What follows belongs to an exercise in optimizing a design on an open flow for small area, a short achievable clock period and few clock cycles per item; a production flow would make more cautious choices.
No functional check of the RTL was part of any run shown here.

==> flow/design.v, too long to show whole: its modules and the start of the top module <==
// module fp_mul_pipe: 2109 lines
// module fp_mul_fa: 10 lines
// module fp_mul_ha: 9 lines
// module fp_mul_sched: 80 lines
// module fp_mul_sched_top: 33 lines
module fp_mul_sched_top (
    input  logic         clk,
    input  logic         reset_n,
    input  logic [3:0]   req_valid,
    input  logic [127:0] req_x,
    input  logic [127:0] req_y,
    output logic [3:0]   req_ready,
    output logic         res_valid,
    input  logic         res_ready,
    output logic [1:0]   res_id,
    output logic [31:0]  res_data,
    output logic [4:0]   res_flags,
    output logic         busy
);
  // ...
==> flow/flow/run.sh <==
#!/bin/bash
# Layout flow: the standard flow (standard.sh) with two changes after synthesis:
# the port buffers are the small sky130_fd_sc_hd__buf_1 instead of the delay cell
# buffer_ports picks by default, and timing repair may swap a cell for one with a
# different footprint (MATCH_CELL_FOOTPRINT=0), so those buffers can be resized.
# Synthesis is the standard one, unchanged. Each step's output goes to its own log here.
set -uo pipefail
bash standard.sh synth > synth.log 2>&1 || exit 1
bash standard.sh "BUFFER_PORTS_ARGS=-buffer_cell sky130_fd_sc_hd__buf_1" MATCH_CELL_FOOTPRINT=0 finish > layout.log 2>&1 || exit 1
==> flow/standard.sh <==
#!/bin/bash
# synth_recipe.tcl (not shown) runs the flow's synth.tcl, then flattens the netlist and writes it again
# the make line also repeats each setting of config.mk as NAME=value (left out here)
make -C /OpenROAD-flow-scripts/flow DESIGN_CONFIG=/design/flow/config.mk WORK_HOME=/design/flow/orfs CLKGATE_MAP_FILE= SYNTH_SCRIPT=/design/flow/synth_recipe.tcl "${@:-finish}"
==> flow/config.mk <==
export PLATFORM = sky130hd
export DESIGN_NAME = fp_mul_sched_top
export DESIGN_NICKNAME = fp_mul_sched_top
export VERILOG_FILES = /design/flow/design.v
export SDC_FILE = /design/flow/constraint.sdc
export NUM_CORES = 4
export LEC_CHECK = 0
export ABC_AREA = 1
export CAP_MARGIN = 20
export CORE_MARGIN = 2
export CORE_UTILIZATION = 40
export SETUP_SLACK_MARGIN = 3.5
export SLEW_MARGIN = 20
export SYNTH_HIERARCHICAL = 1
==> flow/constraint.sdc <==
create_clock -name core_clock -period 10.5 [get_ports {clk}]
set_input_delay 2.1000 -clock core_clock [delete_from_list [all_inputs] [get_ports {clk}]]
set_output_delay 2.1000 -clock core_clock [all_outputs]
set_load 0.01 [all_outputs]
==> out/results.txt, run 1 <==
number of diodes = 1
CP peak stage delay = 0.74 ns
WL per Instance = 20.6 um
largest register by flop count = u_sched.u_mul.mq
detailed placement HPWL = 48000 um
Detailed Route Iter0 Violations = 1815
Reg2Reg Depth = 16
RD Place Congestion = 0.938
post-synthesis mux area share = 0
adder-cell share of the synthesized area = 0.346
Core ar. = 0.0500 mm2
Storage cell area = 0.00344 mm2
Final Cell Area = 0.0227 mm2
register area share after synthesis = 0.170
Buffers & Inverters on Critical Path = 5
clk_buf instances = 17
Crit Path Max Fanout = 63
post-synth design cell area = 0.0202 mm2
die width = 229 um
DRC violations left = 0
CTS tree = done
seq_cells = 115
Overflow after GRT = 0
most frequent cells after synthesis = nand2_1 (451), xor2_1 (297), o22ai_1 (262)
Arrival @ worst endpoint = 7.06 ns
post-placement cell area = 0.0217 mm2
crit path launch = req_valid[1]
Final clock-cell share = 0.0259
Post-CTS Setup Bufs = 0
Most Crowded Layer GR = met2
largest cells by area after synthesis = fa_1 (25%), edfxtp_1 (17%), xor2_1 (13%)
drt first pass iters = 6
metal2 WL = 30900 um
status = timing/DRC/antenna clean
grt met1 use = 0.318
FF-to-FF End = u_sched.u_mul.mq[50]$_DFFE_PP_
largest family of logic cells by synthesized area = adder cells
GR Util met3 = 0.0479
Fmax achieved = 145 MHz
final wirelength = 66300 um
==> run 2, diff against run 1 <==
--- a/flow/config.mk
+++ b/flow/config.mk
@@ -9,6 +9,6 @@
 export CAP_MARGIN = 20
 export CORE_MARGIN = 2
 export CORE_UTILIZATION = 40
-export SETUP_SLACK_MARGIN = 3.5
+export SETUP_SLACK_MARGIN = 4.0
 export SLEW_MARGIN = 20
 export SYNTH_HIERARCHICAL = 1
==> run 2 against run 1 <==
Still clean. Critical path depth up 5. First-iteration DRC count shrank 7.3%. Non-clock buffer count up 42. Routed wire length rose by 7.1%. Via count is 2.5% higher. Final cell count grew 1.8%. Cell area rose by 3.2%. Sequential share of layout area shrank 0.47 points. Count of clock-buffer cells in the layout increased by 1. Synthesized cell count unchanged. Area after synthesis is the same.
==> out/results.txt, run 2 <==
RD Place Congestion = 0.973 (was 0.938)
Fmax achieved = 152 MHz (was 145 MHz)
# fillers = 4873 (was 4907)
Final Cell Area = 0.0234 mm2 (was 0.0227 mm2)
post-synth top area cell = fa_1 (unchanged)
WL per Instance = 21.7 um (was 20.6 um)
Yosys cell types = 49 (unchanged)
fin cells = 3272 (was 3213)
Multi-input gate area = 0.0155 mm2 (was 0.0153 mm2)
Net Count, Synth = 2967 (unchanged)
clk buf depth = 2 (unchanged)
top-area cell type share of the netlist area = 0.253 (unchanged)
Detailed Route Iter0 Violations = 1682 (was 1815)
detailed placement HPWL = 48300 um (was 48000 um)
Clock Skew = 0.0239 ns (was 0.0169 ns)
max-cap violations = 0 (unchanged)
RSZ-0062 raised after global routing = true (unchanged)
CP peak stage delay = 0.51 ns (was 0.74 ns)
fin crit share = 0.625 (was 0.658)
Core ar. = 0.0500 mm2 (unchanged)
worst min path class = register to register (unchanged)
Buffers & Inverters on Critical Path = 6 (was 5)
Rel. slew slack = 0.124 (was 0.282)
CP Class = input pin to register (unchanged)
CTS tree = done (unchanged)
Total GRT Usage = 0.252 (was 0.245)
data required time at the worst endpoint = 10.76 ns (was 10.65 ns)
Rows = 82 (unchanged)
routed via count = 18582 (was 18124)
Crit Path Max Fanout = 66 (was 63)
FFs w/ async S/R, synth = 0.0261 (unchanged)
largest cells by area after synthesis = fa_1 (25%), edfxtp_1 (17%), xor2_1 (13%) (unchanged)
DRC violations left = 0 (unchanged)
area delta synth->final = 15.9% (was 12.3%)
Worst Setup Start Kind = input pin (unchanged)
most frequent cells in the layout = nand2_1 (445), buf_1 (306), xor2_1 (297) (was nand2_1 (448), buf_1 (307), xor2_1 (297))
Slowest cell on crit path = fa_1 (was inv_1)
antenna-violating nets left = 0 (unchanged)
worst skew pair latency = 0.45 ns (was 0.46 ns)
Regs by FF count = u_sched.u_mul.mq (93), u_sched.u_mul.e0_q (8) (unchanged)
Overflow after GRT = 0 (unchanged)
post-placement cell area = 0.0217 mm2 (about the same)
CTS Buf Count = 17 (unchanged)
Setup TNS = 0 ns (unchanged)
clock tree root driver cell = clkbuf_16 (unchanged)
vias per cell = 5.68 (was 5.64)
fin util = 0.469 (was 0.454)
largest net degree at the start of global routing = 67 (was 73)
most frequent cells after synthesis = nand2_1 (451), xor2_1 (297), o22ai_1 (262) (unchanged)
Synth Instances = 2298 (unchanged)
final wirelength = 71000 um (was 66300 um)
mean post-synth cell area = 8.79 um2 (unchanged)
I/O pin count = 308 (unchanged)
Final min period = 6.56 ns (was 6.90 ns)
first-pass GRT wire length = 103000 um (was 101000 um)
number of port buffers = 307 (unchanged)
largest register by flop count = u_sched.u_mul.mq (unchanged)
Sink Count = 115 (unchanged)
number of synthesized flops with an enable pin = 112 (unchanged)
most frequent CP cell = fa_1 (unchanged)
layout cells sized above 1 = 0.0993 (was 0.0701)
register area share after synthesis = 0.170 (unchanged)
synthesized flop and latch total = 115 (unchanged)
YS warnings = 8 (unchanged)
post-synth design cell area = 0.0202 mm2 (unchanged)
CP top delay family = adder cells (unchanged)
number of global-route vias before repair = 18555 (was 18190)
initial core utilization = 0.404 (unchanged)
initial antenna violation count = 2 (unchanged)
Die H = 229 um (unchanged)
crit path capture type = register (unchanged)
CTS clock-pin slew for the worst setup and hold paths = 0.07 ns (was 0.06 ns)
# placed instances = 3147 (was 3146)
# setup viols final = 0 (unchanged)
drt first pass iters = 8 (was 6)
pins over their slew limit = 0 (unchanged)
status = timing/DRC/antenna clean (unchanged)
die width = 229 um (unchanged)
Largest register FFs = 93 (unchanged)
die area = 0.0523 mm2 (unchanged)
worst path cell trace = buf_1, inv_1, nor2_1, nand3_1, nand2_2, buf_12, nand2_1, nand4_1, buf_12, inv_1, o21ai_1, o21ai_2, buf_6, o22ai_1, xor2_1, fa_1, fa_1, fa_1, ha_1, ha_1, nand4_1, o41ai_2 (was buf_1, inv_1, o21ai_0, nand2_1, nand2_1, inv_2, buf_12, nand2_1, nand4_1, ha_1, inv_1, o22ai_1, xor2_1, fa_1, fa_1, fa_1, fa_1)
final hold violation count = 0 (unchanged)
commonest non-fill, non-tap cell in the layout = nand2_1 (unchanged)
Arrival @ worst endpoint = 6.83 ns (was 7.06 ns)
worst slew pin tran = 1.30 ns (was 1.07 ns)
Storage cell area = 0.00344 mm2 (unchanged)
fin nets = 3255 (was 3196)
most common cell in the netlist = nand2_1 (unchanged)
top_reg_cell synth = edfxtp_1 (unchanged)
htree depth = 4 (unchanged)
[run 2: cell count changes in the layout (fill, tap and decap cells not counted), moves of 6 or more]
cell	before	now
buf_12	3	10
buf_4	50	77
buf_6	0	9
inv_1	175	167
clkinvlp_4	13	37
ha_1	148	142
[run 2: path summary, 6_finish.rpt]
path                                               start                       endpoint  slack, ns  depth (start not counted)
setup / recovery                            req_valid[1]    u_sched.u_mul.lcq$_DFFE_PP_       3.94                         22
min in group asynchronous                        reset_n      u_sched.vld_q$_DFFE_PN0N_       1.45                          1
hold / removal             u_sched.last_q[0]$_DFFE_PN1P_  u_sched.last_q[0]$_DFFE_PN1P_       0.49                          2
hold reg to reg            u_sched.last_q[0]$_DFFE_PN1P_  u_sched.last_q[0]$_DFFE_PN1P_       0.49                          2
setup reg to reg           u_sched.last_q[1]$_DFFE_PN1P_    u_sched.u_mul.lcq$_DFFE_PP_       5.16                         21
max in group asynchronous                        reset_n  u_sched.last_q[0]$_DFFE_PN1P_       8.82                          1
[run 2: cells by family after synthesis]
| group | count (synthesis) | share of synthesized area |
|---|---|---|
| simple gates | 714 | 0.156 |
| fa+ha+maj | 406 | 0.346 |
| flops | 115 | 0.170 |
| xor+xnor | 328 | 0.142 |
| buf+inv | 372 | 0.0766 |
| other cells | 1 | 0.000186 |
| compound gates | 362 | 0.109 |
[run 2: layout make-up]
class	instances	share of cell area
Multi-Input combinational cell	1815	0.660
Sequential cell	115	0.147
Timing Repair Buffer	407	0.0902
Inverter	211	0.0380
Tap cell	672	0.0359
Clock buffer	18	0.0183
Timing Repair inverter	19	0.00598
Clock inverter	14	0.00443
Antenna cell	1	0.000107
[run 2: tightest hold or removal path: stages, from the launching register on]
cell and delay (ns):
dfstp_2 0.39, nand2_1 0.06, nand2_1 0.04
[run 2: modules after synthesis, one instance, submodules excluded, excerpt]
module       cells  copies in the design
fp_mul_ha        1                    56
fp_mul_pipe   1590                     1
fp_mul_fa        1                   252
[run 2: per-stage QoR]
step	hold WS (ns)	setup WS (ns)
floorplan	0.455	4.00
global placement	0.478	2.55
detailed placement	0.482	2.53
CTS	0.488	3.81
global route	0.505	3.82
finish	0.491	3.94
[run 2: layer usage]
| layer | share of wire | vias up | wire, um | global-route usage |
|---|---|---|---|---|
| li1 | - | 8277 | - | - |
| met1 | 0.40 | 8989 | 28100 | 0.317 |
| met2 | 0.46 | 1080 | 32500 | 0.410 |
| met3 | 0.094 | 234 | 6650 | 0.0544 |
| met4 | 0.053 | 2 | 3770 | 0.129 |
| met5 | 0.00018 | - | 13 | 0 |
[run 2: what timing repair did]
action,CTS,global route
hold buffers,0,0
resized for setup,56,61
endpoints found under the setup margin,89,90
cloned,13,14
pin swaps,5,25
setup buffers,18,47
==> run 3, diff against run 2 <==
--- a/flow/config.mk
+++ b/flow/config.mk
@@ -9,6 +9,6 @@
 export CAP_MARGIN = 20
 export CORE_MARGIN = 2
 export CORE_UTILIZATION = 40
-export SETUP_SLACK_MARGIN = 4.0
+export SETUP_SLACK_MARGIN = 4.5
 export SLEW_MARGIN = 20
 export SYNTH_HIERARCHICAL = 1
==> run 3 against run 2 <==
Via count is 10% higher. Routed wire length grew 17%. Non-clock buffer count is 190 higher. Critical endpoint unchanged.
==> out/results.txt, run 3 <==
r2r startpoint = u_sched.last_q[1]$_DFFE_PN1P_ (unchanged)
data required time at the worst endpoint = 10.77 ns (was 10.76 ns)
R2R setup slack = 5.03 ns (was 5.16 ns)
synthesized flop and latch total = 115 (unchanged)
top-area cell type share of the netlist area = 0.253 (unchanged)
Setup TNS = 0 ns (unchanged)
Final min period = 6.52 ns (was 6.56 ns)
area delta synth->final = 34.9% (was 15.9%)
largest net degree at the start of global routing = 71 (was 67)
Die H = 229 um (unchanged)
CTS clock-pin slew for the worst setup and hold paths = 0.07 ns (about the same)
commonest non-fill, non-tap cell in the layout = nand2_1 (unchanged)
Storage cell area = 0.00344 mm2 (unchanged)
post-synth top area cell = fa_1 (unchanged)
Rows = 82 (unchanged)
Regs by FF count = u_sched.u_mul.mq (93), u_sched.u_mul.e0_q (8) (unchanged)
Yosys cell types = 49 (unchanged)
Net Count, Synth = 2967 (unchanged)
max-cap violations = 0 (unchanged)
RSZ-0062 raised after global routing = true (unchanged)
number of synthesized flops with an enable pin = 112 (unchanged)
status = timing/DRC/antenna clean (unchanged)
Multi-input gate area = 0.0170 mm2 (was 0.0155 mm2)
# fillers = 4369 (was 4873)
die width = 229 um (unchanged)
DRC violations left = 0 (unchanged)
CTS tree = done (unchanged)
pins over their slew limit = 0 (unchanged)
Arrival @ worst endpoint = 6.79 ns (was 6.83 ns)
Largest register FFs = 93 (unchanged)
Detailed Route Iter0 Violations = 2270 (was 1682)
Crit Path Max Fanout = 25 (was 66)
I/O pin count = 308 (unchanged)
Worst Setup Start Kind = input pin (unchanged)
crit path capture type = register (unchanged)
Reg2Reg Depth = 17 (was 21)
CTS Buf Count = 17 (unchanged)
fin crit share = 0.621 (was 0.625)
largest cells by area after synthesis = fa_1 (25%), edfxtp_1 (17%), xor2_1 (13%) (unchanged)
initial core utilization = 0.404 (unchanged)
hold endpoint = u_sched.last_q[0]$_DFFE_PN1P_ (unchanged)
number of port buffers = 307 (unchanged)
Core ar. = 0.0500 mm2 (unchanged)
Total GRT Usage = 0.296 (was 0.252)
worst slew pin tran = 0.912 ns (was 1.30 ns)
register area share after synthesis = 0.170 (unchanged)
worst path cell trace = buf_6, nand2_2, nand3_4, nand2_2, nand2_1, nand4_1, inv_6, o22ai_2, xor2_1, fa_1, fa_1, fa_1, ha_4, ha_4, nand4_1, o221a_2, o41ai_2 (was buf_1, inv_1, nor2_1, nand3_1, nand2_2, buf_12, nand2_1, nand4_1, buf_12, inv_1, o21ai_1, o21ai_2, buf_6, o22ai_1, xor2_1, fa_1, fa_1, fa_1, ha_1, ha_1, nand4_1, o41ai_2)
hold-critical path depth = 2 (unchanged)
# setup viols final = 0 (unchanged)
worst skew pair latency = 0.44 ns (was 0.45 ns)
clock tree root driver cell = clkbuf_16 (unchanged)
most frequent CP cell = fa_1 (unchanged)
detailed placement HPWL = 47800 um (was 48300 um)
vias per cell = 5.90 (was 5.68)
CTS Hold Buffers Added = 0 (unchanged)
Fmax achieved = 153 MHz (was 152 MHz)
Synth Instances = 2298 (unchanged)
Rel. slew slack = 0.392 (was 0.124)
Clock Skew = 0.0122 ns (was 0.0239 ns)
routed via count = 20524 (was 18582)
most frequent cells after synthesis = nand2_1 (451), xor2_1 (297), o22ai_1 (262) (unchanged)
CP peak stage delay = 0.62 ns (was 0.51 ns)
antenna-violating nets left = 0 (unchanged)
initial antenna violation count = 1 (was 2)
mean post-synth cell area = 8.79 um2 (unchanged)
Slowest cell on crit path = nand4_1 (was fa_1)
FFs w/ async S/R, synth = 0.0261 (unchanged)
most frequent cells in the layout = nand2_1 (430), buf_1 (288), xor2_1 (276) (was nand2_1 (445), buf_1 (306), xor2_1 (297))
Sink Count = 115 (unchanged)
worst min path class = register to register (unchanged)
fin util = 0.545 (was 0.469)
YS warnings = 8 (unchanged)
htree depth = 4 (unchanged)
final wirelength = 83100 um (was 71000 um)
drt first pass iters = 8 (unchanged)
largest register by flop count = u_sched.u_mul.mq (unchanged)
CP Class = input pin to register (unchanged)
Overflow after GRT = 0 (unchanged)
most common cell in the netlist = nand2_1 (unchanged)
layout cells sized above 1 = 0.268 (was 0.0993)
final hold violation count = 0 (unchanged)
post-synth design cell area = 0.0202 mm2 (unchanged)
WL per Instance = 23.9 um (was 21.7 um)
fin nets = 3464 (was 3255)
FF-to-FF End = u_sched.u_mul.lcq$_DFFE_PP_ (unchanged)
Hold Path Origin = u_sched.last_q[0]$_DFFE_PN1P_ (unchanged)
clk buf depth = 2 (unchanged)
die area = 0.0523 mm2 (unchanged)
number of global-route vias before repair = 20143 (was 18555)
first-pass GRT wire length = 118000 um (was 103000 um)
top_reg_cell synth = edfxtp_1 (unchanged)
RD Place Congestion = 0.958 (was 0.973)
[run 3: stage by stage]
step	hold WS (ns)	setup WS (ns)	area, um2	instances
floorplan	0.455	4.22	20400	2298
global placement	0.474	2.67	21700	3139
detailed placement	0.485	2.43	21700	3139
CTS	0.493	4.30	25100	3376
global route	0.520	4.04	27300	3481
finish	0.501	3.98	27300	3481
[run 3: kinds of logic after synthesis]
logic type / Yosys count / synth area share
AOI/OAI and AO/OA: 362 / 0.109
adders and majority gates: 406 / 0.346
other: 1 / 0.000186
xor gates and xnor gates: 328 / 0.142
DFF: 115 / 0.170
buffers and inverters: 372 / 0.0766
and+or+nand+nor: 714 / 0.156
[run 3: how the worst max path moves through the flow]
stage,cells after the start,end,start,slack (ns)
2_1_floorplan,20,u_sched.u_mul.lcq$_DFFE_PP_,req_valid[1],4.22
3_3_place_gp,20,u_sched.u_mul.lcq$_DFFE_PP_,req_valid[1],2.67
5_1_grt,19,u_sched.u_mul.lcq$_DFFE_PP_,req_valid[1],4.04
3_5_place_dp,20,u_sched.u_mul.lcq$_DFFE_PP_,req_valid[1],2.43
6_report,17,u_sched.u_mul.lcq$_DFFE_PP_,req_valid[2],3.98
4_1_cts,17,u_sched.u_mul.lcq$_DFFE_PP_,req_valid[2],4.30
[run 3: timing repair]
item	CTS	global route
resized for setup	286	302
endpoints found under the setup margin	125	98
setup buffers	162	95
cloned	43	9
pin swaps	104	147
[run 3: Yosys stat by module, one instance, submodules excluded, excerpt]
module       cells inside  area, um2
fp_mul_pipe          1590      12500
fp_mul_fa               1       20.0
fp_mul_ha               1       12.5
[run 3: final cells by class]
type                            count  share of cell area
Timing Repair Buffer              597               0.152
Clock buffer                       18              0.0157
Antenna cell                        1           0.0000918
Timing Repair inverter             31              0.0105
Tap cell                          672              0.0309
Clock inverter                     14             0.00464
Sequential cell                   115               0.126
Inverter                          211              0.0368
Multi-Input combinational cell   1822               0.624
[run 3: metal layers]
layer | global-route usage | up-vias | wire length [um]
li1 | - | 8717 | -
met1 | 0.356 | 9843 | 30000
met2 | 0.457 | 1567 | 36900
met3 | 0.0883 | 395 | 10300
met4 | 0.204 | 2 | 5880
met5 | 0 | - | 7
[run 3: critical path, delay by kind of cell]
family | cells | cell delay [ns]
adder cells (fa/ha/maj) | 5 | 2.02
AND/OR/NAND/NOR | 6 | 1.32
buffers and inverters | 2 | 0.67
AO/OA/AOI/OAI | 3 | 0.49
XOR/XNOR | 1 | 0.19

[static timing again, ports no longer ideal]
The results above use ideal ports. As a check the final layouts listed here were re-extracted and re-timed, cells and wires unchanged.
Step 1: set_driving_cell puts a clkbuf_16 on clk and a buf_2 on each other input, an assumption about the parent block.
Step 2 times the ports against the registers' clock, not the clock port: input delays grow and output delays shrink by t, the midpoint of the rising clock arrivals with the driver on.
Three values: no drivers, after step 1, after step 2; two values: the first two.
run	shift t [ns]	setup slack, ns	worst setup path after step 2	worst register clock-pin slew, ns	worst slew at a driven data input, ns
run 1	0.502	3.596 / 3.608 / 3.107	input to register	0.07 / 0.07	0.10
run 2	0.493	3.939 / 3.969 / 3.476	input to register	0.07 / 0.07	0.08
run 3	0.503	3.976 / 3.898 / 3.395	input to register	0.07 / 0.07	0.13
After both steps setup and hold are still met in every run listed. For run 3, which loses most, drivers alone change the setup slack by -0.078 ns; drivers and shift together by -0.581 ns.
